What follows belongs to an exercise in optimizing a design on an open flow for small area, a short achievable clock period and few clock cycles per item; a production flow would make more cautious choices. Function was checked by simulation only, so behaviour that the tests miss may differ from the original. Power and IR drop assume default switching activity.

==> flow/design.v <==
`timescale 1ns / 1ps
`default_nettype none
package ardt_pkg;
	localparam int ENTRIES    = 16;
	localparam int ADDR_WIDTH = 32;
	localparam int TAG_WIDTH  = 16;
	localparam int SLOT_W     = 4;
	localparam logic [1:0] OP_REGISTER   = 2'd0;
	localparam logic [1:0] OP_UNREGISTER = 2'd1;
	localparam logic [1:0] OP_DISPATCH   = 2'd2;
	localparam logic [1:0] STAT_OK       = 2'd0;
	localparam logic [1:0] STAT_MISS     = 2'd1;
	localparam logic [1:0] STAT_ZERO_LEN = 2'd2;
	localparam logic [1:0] STAT_FULL     = 2'd3;
endpackage
`default_nettype wire
`timescale 1ns / 1ps
`default_nettype none
module ardt_range_cmp (
	input  logic [31:0] addr,
	input  logic [31:0] base,
	input  logic [31:0] lim,
	input  logic        wrap,
	output logic        hit
);
	logic ge_base;
	logic lt_end;
	assign ge_base = (addr >= base);
	assign lt_end  = (addr < lim);
	assign hit     = wrap ? (ge_base | lt_end) : (ge_base & lt_end);
endmodule
`default_nettype wire
`timescale 1ns / 1ps
`default_nettype none
module ardt_slot_mem (
	input  logic             clk,
	input  logic [15:0]      wr_sel,
	input  logic [31:0]      wr_base,
	input  logic [31:0]      wr_lim,
	input  logic             wr_wrap,
	input  logic [15:0]      wr_tag,
	output logic [16*32-1:0] base_o,
	output logic [16*32-1:0] lim_o,
	output logic [15:0]      wrap_o,
	output logic [16*16-1:0] tag_o
);
	logic [31:0] base_q [16];
	logic [31:0] lim_q  [16];
	logic        wrap_q [16];
	logic [15:0] tag_q  [16];
	always_ff @(posedge clk) begin
		for (int i = 0; i < 16; i++) begin
			if (wr_sel[i]) begin
				base_q[i] <= wr_base;
				lim_q[i]  <= wr_lim;
				wrap_q[i] <= wr_wrap;
				tag_q[i]  <= wr_tag;
			end
		end
	end
	always_comb begin
		for (int i = 0; i < 16; i++) begin
			base_o[i*32 +: 32] = base_q[i];
			lim_o[i*32 +: 32]  = lim_q[i];
			wrap_o[i]          = wrap_q[i];
			tag_o[i*16 +: 16]  = tag_q[i];
		end
	end
endmodule
`default_nettype wire
`timescale 1ns / 1ps
`default_nettype none
module ardt_ctrl (
	input  logic        clk,
	input  logic        arst_n,
	input  logic        accept,
	output logic        req_ready,
	input  logic        push,
	input  logic [21:0] push_data,
	output logic        rsp_valid,
	input  logic        rsp_ready,
	output logic [21:0] rsp_data
);
	logic [21:0] ent_q [4];
	logic [3:0]  occ_q;      
	logic [2:0]  cnt_q;
	logic        ready_q;
	logic        pop;
	logic [2:0]  cnt_d;
	assign pop       = occ_q[0] && rsp_ready;
	assign rsp_valid = occ_q[0];
	assign rsp_data  = ent_q[0];
	assign req_ready = ready_q;
	always_comb begin
		cnt_d = cnt_q;
		if (accept && !pop) cnt_d = cnt_q + 3'd1;
		else if (!accept && pop) cnt_d = cnt_q - 3'd1;
	end
	always_ff @(posedge clk or negedge arst_n) begin
		if (!arst_n) begin
			occ_q   <= '0;
			cnt_q   <= '0;
			ready_q <= 1'b0;
		end else begin
			cnt_q   <= cnt_d;
			ready_q <= (cnt_d != 3'd4);
			if (pop && !push)      occ_q <= {1'b0, occ_q[3:1]};
			else if (push && !pop) occ_q <= {occ_q[2:0], 1'b1};
		end
	end
	always_ff @(posedge clk) begin
		for (int i = 0; i < 4; i++) begin
			if (pop) begin
				if (push && occ_q[i] && (i == 3 || !occ_q[i+1])) ent_q[i] <= push_data;
				else if (i < 3) ent_q[i] <= ent_q[i+1];
			end else begin
				if (push && !occ_q[i] && (i == 0 || occ_q[i-1])) ent_q[i] <= push_data;
			end
		end
	end
endmodule
`default_nettype wire
`timescale 1ns / 1ps
`default_nettype none
module address_region_dispatch_table (
	input  logic        clk,
	input  logic        arst_n,
	input  logic        req_valid,
	output logic        req_ready,
	input  logic [1:0]  req_opcode,
	input  logic [31:0] req_address,
	input  logic [31:0] req_length,
	input  logic [15:0] req_handler_tag,
	input  logic [3:0]  req_ticket,
	output logic        rsp_valid,
	input  logic        rsp_ready,
	output logic [1:0]  rsp_status,
	output logic [3:0]  rsp_ticket_out,
	output logic [15:0] rsp_tag_out
);
	logic accept;
	assign accept = req_valid && req_ready;
	logic        r_v;
	logic [1:0]  r_op;
	logic [31:0] r_addr;
	logic [31:0] r_len;
	logic [15:0] r_tag;
	logic [3:0]  r_tk;
	always_ff @(posedge clk or negedge arst_n) begin
		if (!arst_n) r_v <= 1'b0;
		else         r_v <= accept;
	end
	always_ff @(posedge clk) begin
		r_op   <= req_opcode;
		r_addr <= req_address;
		r_len  <= req_length;
		r_tag  <= req_handler_tag;
		r_tk   <= req_ticket;
	end
	logic [15:0]      valid_q;
	logic [15:0]      wr_sel;
	logic [16*32-1:0] base_a;
	logic [16*32-1:0] lim_a;
	logic [15:0]      wrap_a;
	logic [16*16-1:0] tag_a;
	logic [31:0]      wr_lim;
	logic             wr_wrap;
	assign {wr_wrap, wr_lim} = {1'b0, r_addr} + {1'b0, r_len};
	ardt_slot_mem u_slot_mem (
		.clk     (clk),
		.wr_sel  (wr_sel),
		.wr_base (r_addr),
		.wr_lim  (wr_lim),
		.wr_wrap (wr_wrap),
		.wr_tag  (r_tag),
		.base_o  (base_a),
		.lim_o   (lim_a),
		.wrap_o  (wrap_a),
		.tag_o   (tag_a)
	);
	logic        is_reg, is_unreg, is_disp, len_zero;
	logic [15:0] hit;
	logic [15:0] free_first;
	logic [15:0] tk_dec;
	logic [15:0] cand;
	logic [1:0]  st_none;
	assign is_reg   = (r_op == ardt_pkg::OP_REGISTER);
	assign is_unreg = (r_op == ardt_pkg::OP_UNREGISTER);
	assign is_disp  = (r_op == ardt_pkg::OP_DISPATCH);
	assign len_zero = (r_len == 32'd0);
	for (genvar i = 0; i < 16; i++) begin : g_cmp
		logic h;
		ardt_range_cmp u_cmp (
			.addr (r_addr),
			.base (base_a[i*32 +: 32]),
			.lim  (lim_a[i*32 +: 32]),
			.wrap (wrap_a[i]),
			.hit  (h)
		);
		assign hit[i] = h && valid_q[i];
	end
	always_comb begin
		for (int i = 0; i < 16; i++) begin
			free_first[i] = !valid_q[i];
			for (int j = 0; j < i; j++) if (!valid_q[j]) free_first[i] = 1'b0;
			tk_dec[i] = (r_tk == 4'(i));
		end
	end
	assign wr_sel = (r_v && is_reg && !len_zero) ? free_first : 16'd0;
	always_comb begin
		if (is_disp)                    cand = hit;
		else if (is_reg && !len_zero)   cand = ~valid_q;
		else if (is_unreg)              cand = tk_dec & valid_q;
		else                            cand = 16'd0;
	end
	always_comb begin
		if (is_reg) st_none = len_zero ? ardt_pkg::STAT_ZERO_LEN : ardt_pkg::STAT_FULL;
		else        st_none = ardt_pkg::STAT_MISS;
	end
	always_ff @(posedge clk or negedge arst_n) begin
		if (!arst_n) begin
			valid_q <= '0;
		end else if (r_v) begin
			if (is_reg && !len_zero) valid_q <= valid_q | free_first;
			else if (is_unreg)       valid_q <= valid_q & ~tk_dec;
		end
	end
	logic        s_v;
	logic [15:0] s_cand;
	logic [1:0]  s_st;
	logic        s_unreg;
	logic [3:0]  s_tk;
	always_ff @(posedge clk or negedge arst_n) begin
		if (!arst_n) s_v <= 1'b0;
		else         s_v <= r_v;
	end
	always_ff @(posedge clk) begin
		s_cand  <= cand;
		s_st    <= st_none;
		s_unreg <= is_unreg;
		s_tk    <= r_tk;
	end
	logic [15:0] pick;
	logic [3:0]  pick_idx;
	logic [15:0] pick_tag;
	logic [21:0] res;
	always_comb begin
		pick_idx = 4'd0;
		pick_tag = 16'd0;
		for (int i = 0; i < 16; i++) begin
			pick[i] = s_cand[i];
			for (int j = 0; j < i; j++) if (s_cand[j]) pick[i] = 1'b0;
			if (pick[i]) pick_idx = pick_idx | 4'(i);
			pick_tag = pick_tag | ({16{pick[i]}} & tag_a[i*16 +: 16]);
		end
	end
	assign res[21:20] = (s_cand != 16'd0) ? ardt_pkg::STAT_OK : s_st;
	assign res[19:16] = s_unreg ? s_tk : pick_idx;
	assign res[15:0]  = pick_tag;
	logic [21:0] rsp_data;
	ardt_ctrl u_ctrl (
		.clk       (clk),
		.arst_n    (arst_n),
		.accept    (accept),
		.req_ready (req_ready),
		.push      (s_v),
		.push_data (res),
		.rsp_valid (rsp_valid),
		.rsp_ready (rsp_ready),
		.rsp_data  (rsp_data)
	);
	assign rsp_status     = rsp_data[21:20];
	assign rsp_ticket_out = rsp_data[19:16];
	assign rsp_tag_out    = rsp_data[15:0];
endmodule
`default_nettype wire
==> flow/run.sh <==
#!/bin/bash
# synth_recipe.tcl (not shown) runs the flow's synth.tcl, then flattens the netlist and writes it again
# the make line also repeats each setting of config.mk as NAME=value (left out here)
make -C /OpenROAD-flow-scripts/flow DESIGN_CONFIG=/design/flow/config.mk WORK_HOME=/design/flow/orfs CLKGATE_MAP_FILE= SYNTH_SCRIPT=/design/flow/synth_recipe.tcl finish
==> flow/config.mk <==
export PLATFORM = sky130hd
export DESIGN_NAME = address_region_dispatch_table
export DESIGN_NICKNAME = address_region_dispatch_table
export VERILOG_FILES = /design/flow/design.v
export SDC_FILE = /design/flow/constraint.sdc
export NUM_CORES = 4
export LEC_CHECK = 0
export CAP_MARGIN = 20
export CORE_MARGIN = 2
export CORE_UTILIZATION = 40
export SLEW_MARGIN = 20
==> flow/constraint.sdc <==
create_clock -name core_clock -period 6.0 [get_ports {clk}]
set_input_delay 1.2000 -clock core_clock [delete_from_list [all_inputs] [get_ports {clk}]]
set_output_delay 1.2000 -clock core_clock [all_outputs]
set_load 0.01 [all_outputs]
==> notes.md <==
## worst paths after layout
| path | to | slack [ns] | cells after the start |
|---|---|---|---|
| worst max-delay path | u_slot_mem.wrap_q[0] | 1.79 | 10 |
| worst min register to register | u_ctrl.cnt_q[2] | 0.47 | 1 |
| min in group asynchronous | u_ctrl.cnt_q[2] | 0.77 | 2 |
| worst min-delay path | u_ctrl.cnt_q[2] | 0.47 | 1 |
| worst max register to register | u_slot_mem.wrap_q[0] | 1.79 | 10 |
| max in group asynchronous | valid_q[10] | 4.89 | 2 |
## cell usage after synthesis (6+ instances only)
cell,n
dfxtp_1,109
a31o_2,9
nand2_1,180
clkbuf_1,36
or3_1,10
edfxtp_1,1384
maj3_1,10
buf_2,7
o31ai_1,11
nor3_1,42
or2_2,6
a21oi_1,357
nor2_1,226
a211o_1,14
xor2_1,11
dfrtp_1,26
a41oi_1,9
nand3_1,68
nand4_1,151
a22oi_1,18
o41ai_1,6
nand2b_1,52
a221o_1,23
mux2_2,14
a222oi_1,32
o21ai_1,7
a2111oi_0,28
o211ai_1,38
nor2b_1,47
a211oi_1,56
inv_1,1051
a221oi_1,39
a21o_1,234
o21a_1,18
a31oi_1,24
and3_1,22
o21bai_1,9
or4_1,7
xnor2_1,17
a21boi_0,6
and4_1,7
nor4_1,27
ha_1,1043
o21ai_0,224
o2111ai_1,17
## state kept, by name, summed over array words and instances (netlist names), 3 cells and up
register	count
u_ctrl.occ_q	4
u_ctrl.cnt_q	3
r_len	32
s_cand	16
r_addr	32
u_ctrl.ent_q	88
u_slot_mem.tag_q	256
valid_q	16
r_tk	4
u_slot_mem.wrap_q	16
r_tag	16
u_slot_mem.lim_q	512
u_slot_mem.base_q	512
s_tk	4
## power by group through the flow
| stage | registers, mW | clock network (mW) | logic, mW |
|---|---|---|---|
| 2_1_floorplan | 12.9 | 0 | 1.77 |
| 3_3_place_gp | 12.9 | 0 | 3.20 |
| 3_5_place_dp | 12.9 | 0 | 3.28 |
| 4_1_cts | 12.7 | 10.4 | 3.30 |
| 5_1_grt | 12.7 | 10.8 | 3.64 |
| 6_report | 12.7 | 10.2 | 3.29 |
## critical path, stage by stage, from the launching register on
cell,delay [ns]
dfxtp_2,0.66
ha_1,0.39
nand2b_1,0.13
a21oi_1,0.11
o41ai_1,0.56
a21oi_1,0.22
o31ai_1,0.51
o21ai_1,0.27
a311oi_1,0.46
o21ai_1,0.13
a21o_1,0.40
## per-stage QoR
stage / worst slack (ns) / utilization [%] / instance area [sq um]
global route: 1.52 / 46.2 / 85600
floorplan: 0.263 / - / 74600
global placement: 1.80 / 43.2 / 80000
finish: 1.79 / 46.2 / 85600
detailed placement: 1.74 / 43.2 / 80100
CTS: 1.71 / 46.2 / 85500
## kinds of logic after synthesis
| family | after synthesis |
|---|---|
| xor gates and xnor gates | 28 |
| adders and majority gates | 1054 |
| buffers and inverters | 1102 |
| and+or+nand+nor | 874 |
| muxes | 16 |
| AOI/OAI and AO/OA | 1215 |
| DFF | 1519 |
## final cells by class
type	count	area [sq um]	area share (%)
tap	2480	3100	3.63
timing repair buffer	253	2340	2.74
clock inverter	86	793	0.927
inverter	1052	3950	4.62
clock buffer	231	4660	5.44
multi-input combinational	3187	26300	30.7
sequential	1519	44400	51.9
## metal layers
| layer | vias to the layer above | track usage (%) | wire length [microns] |
|---|---|---|---|
| li1 | 22200 | - | - |
| met1 | 23100 | 27.8 | 86300 |
| met2 | 1269 | 33.2 | 90900 |
| met3 | 268 | 3.60 | 12000 |
| met4 | 0 | 5.90 | 5290 |
| met5 | - | 0 | 0 |
==> flow_metrics.py <==
metrics = {
    "placement": {
        "gp_congestion": 0.883,
        "place_hpwl_mm": 131,
        "io_buffers": 113,
        "dp.cells": 8491,
    },
    "yosys": {
        "postSynthCellCount": 5808,
        "syn_area_per_cell_sq_um": 12.8,
        "yosysSeqAreaShare_pct": 59.5,
        "synthAdderAreaFrac_pct": 17.7,
        "synth_area_leaders": "edfxtp_1 (56%), ha_1 (18%), inv_1 (5.3%), dfxtp_1 (2.9%), a21oi_1 (2.4%)",
        "netlist_area_sq_mm": 0.0746,
        "synth_top_area_share_pct": 55.7,
        "synth_simple_gate_area_share_pct": 5.96,
        "synth_top_area_cell": "edfxtp_1",
        "synth_edf_count": 1384,
        "yosys_warnings": 10,
        "synth-main-ff-cell": "edfxtp_1",
        "ys_ff_latch": 1519,
        "synth_compound_area_share_pct": 10.7,
        "syn_nets": 6942,
        "synth_top_family_by_area": "adder cells",
        "synth-xor-area-share_pct": 0.329,
        "ys_types": 82,
        "synth_mux_area_share_pct": 0.238,
        "async_flop_share_pct": 1.71,
    },
    "route": {
        "vias": 46800,
        "antenna_left": 0,
        "wl_mm": 195,
        "via_per_inst": 5.31,
        "drc": 0,
        "wl_per_cell_microns": 22.1,
        "drt_iter0_drc": 3806,
        "first_pass_iters": 8,
    },
    "sta": {
        "finalCritPeriodShare_pct": 70.1,
        "clock_skew_ns": 0.0211,
        "worst_pin_slew_ns": 1.10,
        "fmax_mhz": 238,
        "hold_slack_ns": 0.467,
        "rsz0062_at_grt": "false",
        "drv_slew": 0,
        "setup_violations": 0,
        "slew_headroom_pct": 26.6,
        "fin_crit_ns": 4.21,
        "tns_ns": 0,
        "hold_viol_final": 0,
    },
    "cells_and_area": {
        "diodes": 0,
        "nFillCells": 16400,
        "mostFrequentLayoutCell": "edfxtp_1",
        "nNetsFinal": 7316,
        "final_layout_size_suffix_gt1_share_pct": 7.77,
        "stdcell_count": 8808,
        "final_cell_mix": "edfxtp_1 (1384), inv_1 (1051), ha_1 (1043)",
        "areaGrowthSynthToFinish_pct": 14.7,
    },
    "grt": {
        "grt_max_degree": 82,
        "gr-total-overflow": 0,
        "grt_pass1_vias": 46400,
        "grt_pass1_wl_mm": 291,
        "antenna_found_initial": 15,
        "grt_usage_pct": 20.4,
    },
    "pwr": {
        "p_leak_nw": 36.4,
        "p_comb_share_pct": 12.5,
        "p_sw_mw": 6.78,
        "p_int_mw": 19.4,
        "seqPwrFrac_pct": 48.5,
        "peakVddDrop_v": 0.000286,
        "power_mw": 26.2,
        "clock_power_share_pct": 39.0,
        "switching_share_pct": 25.9,
        "power_density_mw_per_mm2": 306,
    },
    "clocking": {
        "cts_hold_buf": 0,
        "cts_tree": "yes",
        "numCtsBuffers": 169,
        "clock_sinks": 1519,
        "htree_num_levels": 4,
        "clkTransAtPathRegs_ns": 0.06,
        "cts_resized": 0,
        "postCtsSetupRepairBufs": 0,
        "root_buffer": "clkbuf_16",
        "clk_path_buf_depth": 3,
        "clkLatencyLatePin_ns": 0.82,
    },
    "hold_path": {
        "min_path_type": "reg2reg",
        "min_from": "u_ctrl.cnt_q[2]",
    },
    "floorplanning": {
        "num_rows": 158,
        "die_h_microns": 436,
        "start_util_pct": 40.3,
        "die_w_microns": 436,
        "ioPinCount": 114,
        "fp.dieArea_sq_mm": 0.190,
        "core_area_sq_mm": 0.185,
    },
    "critical_path": {
        "crit_path_max_fanout": 18,
        "critPathCaptureType": "flop",
        "crit_path_start": "r_addr[2]",
        "reg2reg_from": "r_addr[2]",
        "worstSetupPathType": "reg2reg",
        "worstPathArrival_ns": 4.67,
        "critPathRequiredTime_ns": 6.47,
        "critPathLaunchType": "flop",
    },
    "status": {
        "outcome": "complete, no violations",
    },
    "job": {
        "drv_cap": 0,
    },
}
Testbench counts, summed over its fixed seeds: cycles 16,024, items 16,000.

==> separate check: timing with driven ports <==
No port has a modelled driver above. Below, the same layout with a new extraction and two added sets of constraints. Step 1 (the two cells are an assumption about what drives the block):
set clk [get_ports {clk}]
set_driving_cell -lib_cell sky130_fd_sc_hd__clkbuf_16 $clk
set_driving_cell -lib_cell sky130_fd_sc_hd__buf_2 [delete_from_list [all_inputs] $clk]
Step 2 adds t to the input delays and takes it off the output delays; t is the mean of the earliest and latest rising clock arrival at the registers after step 1. Input paths then give back, and output paths get back, about the clock's delay inside the block. Three values: no drivers, after step 1, after step 2; two values: the first two.
shift t [ns]: 0.896
setup WS [ns]: 1.795 / 1.795 / 1.795
worst register clock-pin slew, ns: 0.07 / 0.07
After both steps setup and hold are still met in this run. For this run, drivers alone change the setup slack by 0.000 ns; drivers and shift together by 0.000 ns.
